From an optimization exercise on the open Yosys and OpenROAD flow, aimed at small area and a short achievable clock period; shortcuts taken in it are not production practice. Power figures rest on the tool's default switching activity, not on a simulated workload.

==> run a: inputs <==
## fft_test_core
module fft_test_core #(
  localparam int IW = 12,
  localparam int OW = 19,
  localparam int AW = 43
) (
  input  logic                 aclk,
  input  logic                 aresetn,
  input  logic [IW-1:0]        input_data_ch1,
  output logic signed [OW-1:0] fft_real,
  output logic signed [OW-1:0] fft_imag,
  output logic [AW-1:0]        amp,
  output logic                 fft_out_valid
);
export LEC_CHECK = 0
export CAP_MARGIN = 20
export CORE_MARGIN = 2
export CORE_UTILIZATION = 55
export SLEW_MARGIN = 20
create_clock -name core_clock -period 16.0 [get_ports {aclk}]
standard.sh (not shown) runs the stock make flow with config.mk's settings and CLKGATE_MAP_FILE= SYNTH_SCRIPT=/design/flow/synth_recipe.tcl, a recipe that flattens the netlist after the stock synthesis.
==> flow/flow/run.sh <==
#!/bin/bash
# The standard ORFS layout, with repair_timing aiming for a larger setup slack
# (the clock and constraints stay the design's) and a clock tree without dummy loads.
# Make's full output goes to make.log.
set -euo pipefail
export CTS_ARGS="-sink_clustering_enable -repair_clock_nets -dont_use_dummy_load -sink_clustering_size 30 -sink_clustering_max_diameter 50"
bash standard.sh SETUP_SLACK_MARGIN=${MARGIN:-11} finish > make.log 2>&1
==> inputs of run b, as changes to run a <==
==> flow/flow/run.sh (replaced) <==
#!/bin/bash
# The standard ORFS layout, with repair_timing aiming for a larger setup slack
# (the clock and constraints stay the design's) and a clock tree without dummy loads.
# Make's full output goes to make.log.
set -euo pipefail
export CTS_ARGS="-sink_clustering_enable -repair_clock_nets -dont_use_dummy_load -sink_clustering_size 25 -sink_clustering_max_diameter 70"
bash standard.sh SETUP_SLACK_MARGIN=${MARGIN:-11} finish > make.log 2>&1
==> inputs of run c, as changes to run a <==
--- a/flow/design.v
+++ b/flow/design.v
@@ -12,21 +12,16 @@
   output logic                 fft_out_valid
 );
   logic [8:0] tau;
   always_ff @(posedge aclk or negedge aresetn) begin
     if (!aresetn) tau <= '0;
     else          tau <= (tau == 9'd319) ? 9'd0 : tau + 9'd1;
   end
-  logic signed [IW-1:0] din_r, din_rr, cap0, cap1;
-  always_ff @(posedge aclk) begin
-    din_r  <= {~input_data_ch1[IW-1], input_data_ch1[IW-2:0]};
-    din_rr <= din_r;
-  end
-  assign cap0 = tau[0] ? din_r : din_rr;
-  assign cap1 = tau[0] ? din_rr : din_r;
+  logic signed [IW-1:0] din_r;
+  always_ff @(posedge aclk) din_r <= {~input_data_ch1[IW-1], input_data_ch1[IW-2:0]};
   logic [31:0][33:0] r0, r1, r0_n, r1_n;
   logic [8:0] tau_n, tau_w;
   assign tau_n = (tau == 9'd319) ? 9'd0 : tau + 9'd1;
   assign tau_w = tau_n - 9'd2;
   logic is0_0, wb0_0, is0_1, wb0_1, is1_0, wb1_0, is1_1, wb1_1, is2_0, wb2_0, is2_1, wb2_1, is3_0, wb3_0, is3_1, wb3_1, is4_0, wb4_0, is4_1, wb4_1, is5_1, wb5_1, issq, sq_sub, out_ph, out_sub;
   logic [4:0] m;
   always_ff @(posedge aclk or negedge aresetn) begin
@@ -3039,42 +3034,56 @@
   assign bot_im = aw[33:17] + ~pa_im + ~pb_im + 17'd1 + {16'd0, ~c16_im};
   always_comb begin
     for (int q = 0; q < 32; q++) begin
       r0_n[q] = r0[(q + 1) % 32];
       r1_n[q] = r1[(q + 1) % 32];
     end
     if (wb2_0) r0_n[1] = {bot_im, bot_re};
-    if (tau == 9'd5 || tau == 9'd23 || tau == 9'd38 || tau == 9'd56) r0_n[2][11:0] = cap0;
+    if (tau == 9'd5 || tau == 9'd23) r0_n[2][11:0] = din_r;
     if (wb0_0) r0_n[3] = {top_im, top_re};
+    else if (tau == 9'd37 || tau == 9'd55) r0_n[3][11:0] = din_r;
     if (wb0_0) r0_n[4] = {bot_im, bot_re};
     if (wb3_0) r0_n[5] = {bot_im, bot_re};
-    if (tau == 9'd11 || tau == 9'd44) r0_n[8][11:0] = cap0;
-    if (tau == 9'd3 || tau == 9'd15 || tau == 9'd25 || tau == 9'd36 || tau == 9'd48 || tau == 9'd58) r0_n[12][11:0] = cap0;
+    if (tau == 9'd11) r0_n[8][11:0] = din_r;
+    if (tau == 9'd43) r0_n[9][11:0] = din_r;
+    if (tau == 9'd3 || tau == 9'd15 || tau == 9'd25) r0_n[12][11:0] = din_r;
     if (wb4_0) r0_n[13] = {bot_im, bot_re};
-    if (tau == 9'd7 || tau == 9'd17 || tau == 9'd29 || tau == 9'd40 || tau == 9'd50 || tau == 9'd62) r0_n[16][11:0] = cap0;
-    if (tau == 9'd21 || tau == 9'd54) r0_n[20][11:0] = cap0;
-    if (tau == 9'd9 || tau == 9'd27 || tau == 9'd42 || tau == 9'd60) r0_n[26][11:0] = cap0;
+    else if (tau == 9'd35 || tau == 9'd47 || tau == 9'd57) r0_n[13][11:0] = din_r;
+    if (tau == 9'd7 || tau == 9'd17 || tau == 9'd29) r0_n[16][11:0] = din_r;
+    if (tau == 9'd39 || tau == 9'd49 || tau == 9'd61) r0_n[17][11:0] = din_r;
+    if (tau == 9'd21) r0_n[20][11:0] = din_r;
+    if (tau == 9'd53) r0_n[21][11:0] = din_r;
+    if (tau == 9'd9 || tau == 9'd27) r0_n[26][11:0] = din_r;
+    if (tau == 9'd41 || tau == 9'd59) r0_n[27][11:0] = din_r;
     if (wb1_0 | wb2_0 | wb3_0 | wb4_0) r0_n[29] = {top_im, top_re};
-    if (tau == 9'd1 || tau == 9'd13 || tau == 9'd19 || tau == 9'd31 || tau == 9'd34 || tau == 9'd46 || tau == 9'd52 || tau == 9'd64) r0_n[30][11:0] = cap0;
+    if (tau == 9'd1 || tau == 9'd13 || tau == 9'd19 || tau == 9'd31) r0_n[30][11:0] = din_r;
     if (wb1_0) r0_n[31] = {bot_im, bot_re};
+    else if (tau == 9'd33 || tau == 9'd45 || tau == 9'd51 || tau == 9'd63) r0_n[31][11:0] = din_r;
     if (wb0_1) r1_n[0] = {top_im, top_re};
     if (wb0_1) r1_n[1] = {bot_im, bot_re};
-    else if (tau == 9'd6 || tau == 9'd24 || tau == 9'd39 || tau == 9'd57) r1_n[1][11:0] = cap1;
-    if (tau == 9'd12 || tau == 9'd45) r1_n[7][11:0] = cap1;
-    if (tau == 9'd4 || tau == 9'd16 || tau == 9'd26 || tau == 9'd37 || tau == 9'd49 || tau == 9'd59) r1_n[11][11:0] = cap1;
+    else if (tau == 9'd6 || tau == 9'd24) r1_n[1][11:0] = din_r;
+    if (tau == 9'd38 || tau == 9'd56) r1_n[2][11:0] = din_r;
+    if (tau == 9'd12) r1_n[7][11:0] = din_r;
+    if (tau == 9'd44) r1_n[8][11:0] = din_r;
+    if (tau == 9'd4 || tau == 9'd16 || tau == 9'd26) r1_n[11][11:0] = din_r;
+    if (tau == 9'd36 || tau == 9'd48 || tau == 9'd58) r1_n[12][11:0] = din_r;
     if (wb4_1) r1_n[13] = {top_im, top_re};
-    if (tau == 9'd8 || tau == 9'd18 || tau == 9'd30 || tau == 9'd41 || tau == 9'd51 || tau == 9'd63) r1_n[15][11:0] = cap1;
-    if (tau == 9'd22 || tau == 9'd55) r1_n[19][11:0] = cap1;
+    if (tau == 9'd8 || tau == 9'd18 || tau == 9'd30) r1_n[15][11:0] = din_r;
+    if (tau == 9'd40 || tau == 9'd50 || tau == 9'd62) r1_n[16][11:0] = din_r;
+    if (tau == 9'd22) r1_n[19][11:0] = din_r;
+    if (tau == 9'd54) r1_n[20][11:0] = din_r;
     if (wb3_1) r1_n[21] = {top_im, top_re};
     if (wb2_1) r1_n[25] = {top_im, top_re};
-    else if (tau == 9'd10 || tau == 9'd28 || tau == 9'd43 || tau == 9'd61) r1_n[25][11:0] = cap1;
+    else if (tau == 9'd10 || tau == 9'd28) r1_n[25][11:0] = din_r;
+    if (tau == 9'd42 || tau == 9'd60) r1_n[26][11:0] = din_r;
     if (wb1_1) r1_n[27] = {top_im, top_re};
     if (wb1_1 | wb2_1 | wb3_1 | wb4_1) r1_n[29] = {bot_im, bot_re};
     else if (wb5_1) r1_n[29] = {p_im, p_re};
-    else if (tau == 9'd2 || tau == 9'd14 || tau == 9'd20 || tau == 9'd32 || tau == 9'd35 || tau == 9'd47 || tau == 9'd53 || tau == 9'd65) r1_n[29][11:0] = cap1;
+    else if (tau == 9'd2 || tau == 9'd14 || tau == 9'd20 || tau == 9'd32) r1_n[29][11:0] = din_r;
+    if (tau == 9'd34 || tau == 9'd46 || tau == 9'd52 || tau == 9'd64) r1_n[30][11:0] = din_r;
   end
   always_ff @(posedge aclk) begin
     r0 <= r0_n;
     r1 <= r1_n;
   end
   logic signed [17:0] xo_re, xo_im;
   always_comb begin
==> flow/flow/run.sh (replaced) <==
#!/bin/bash
# The standard ORFS layout, with repair_timing aiming for a larger setup slack
# (the clock and constraints stay the design's) and a clock tree without dummy loads.
# Make's full output goes to make.log.
set -euo pipefail
export CTS_ARGS="-sink_clustering_enable -repair_clock_nets -dont_use_dummy_load"
bash standard.sh SETUP_SLACK_MARGIN=${MARGIN:-11} finish > make.log 2>&1
==> comparison table <==
metric	run b	run a	run c
Slew Limit Headroom	0.2228	0.2614	0.1675
Worst hold start	r0[855]$_DFF_P_	r1[987]$_DFF_P_	r0[430]$_DFF_P_
Areal power density over the cells	88.23 mW/mm2	91.46 mW/mm2	95.30 mW/mm2
Filler instances	15632	15562	15858
Met3 global-route usage	0.05733	0.04599	0.05002
Via count	65638	65783	68327
Fraction of area in multi-input gates	0.4288	0.4262	0.4331
Internal power contribution	8.094 mW	8.460 mW	9.057 mW
Mapped Cells	9225	9225	9417
Post-CTS setup buffers	44	49	54
Adder and majority cell fraction of the synthesized area	0.2154	0.2154	0.2108
Destination of the worst hold path	r0[821]$_DFF_P_	r1[953]$_DFF_P_	r0[396]$_DFF_P_
Placed cells	11570	11570	11758
Non-clock buffer area fraction after layout	0.02733	0.02590	0.02125
Status	timing/DRC/antenna clean	timing/DRC/antenna clean	timing/DRC/antenna clean
Post-layout total power	10.13 mW	10.57 mW	11.31 mW
Share of total power in sequential cells	0.638	0.612	0.570
Pin count of the biggest net entering global routing	92	92	81
Clock-cell share of area	0.03203	0.03940	0.05062
Avg Cell Area, Syn	11.41 um2	11.41 um2	11.43 um2
Portion of netlist area occupied by mux cells	0.04411	0.04411	0.06783
Biggest fanout along the worst timing path	7	10	7
No functional check of the RTL was part of any run of this note.

what the ideal ports hide:
The results above use ideal ports. As a check the final layouts listed here were re-extracted and re-timed, cells and wires unchanged.
Step 1 assumes that a clkbuf_16 drives the clock port and a buf_2 every other input.
Step 2, shift: input delay + t, output delay - t, t = (earliest + latest rising clock arrival at the registers) / 2. This alone moves slack from input paths to output paths.
Slacks: no drivers / after step 1 / after step 2; pairs: no drivers / after step 1.
run	t (ns)	setup WS [ns]	latest minus earliest clock arrival (ns)
run a	0.892	10.994 / 10.966 / 10.994	0.144 / 0.144
run b	0.869	10.995 / 10.955 / 10.995	0.148 / 0.147
run c	0.912	11.029 / 10.972 / 11.029	0.143 / 0.143
After both steps every run listed still meets setup and hold.
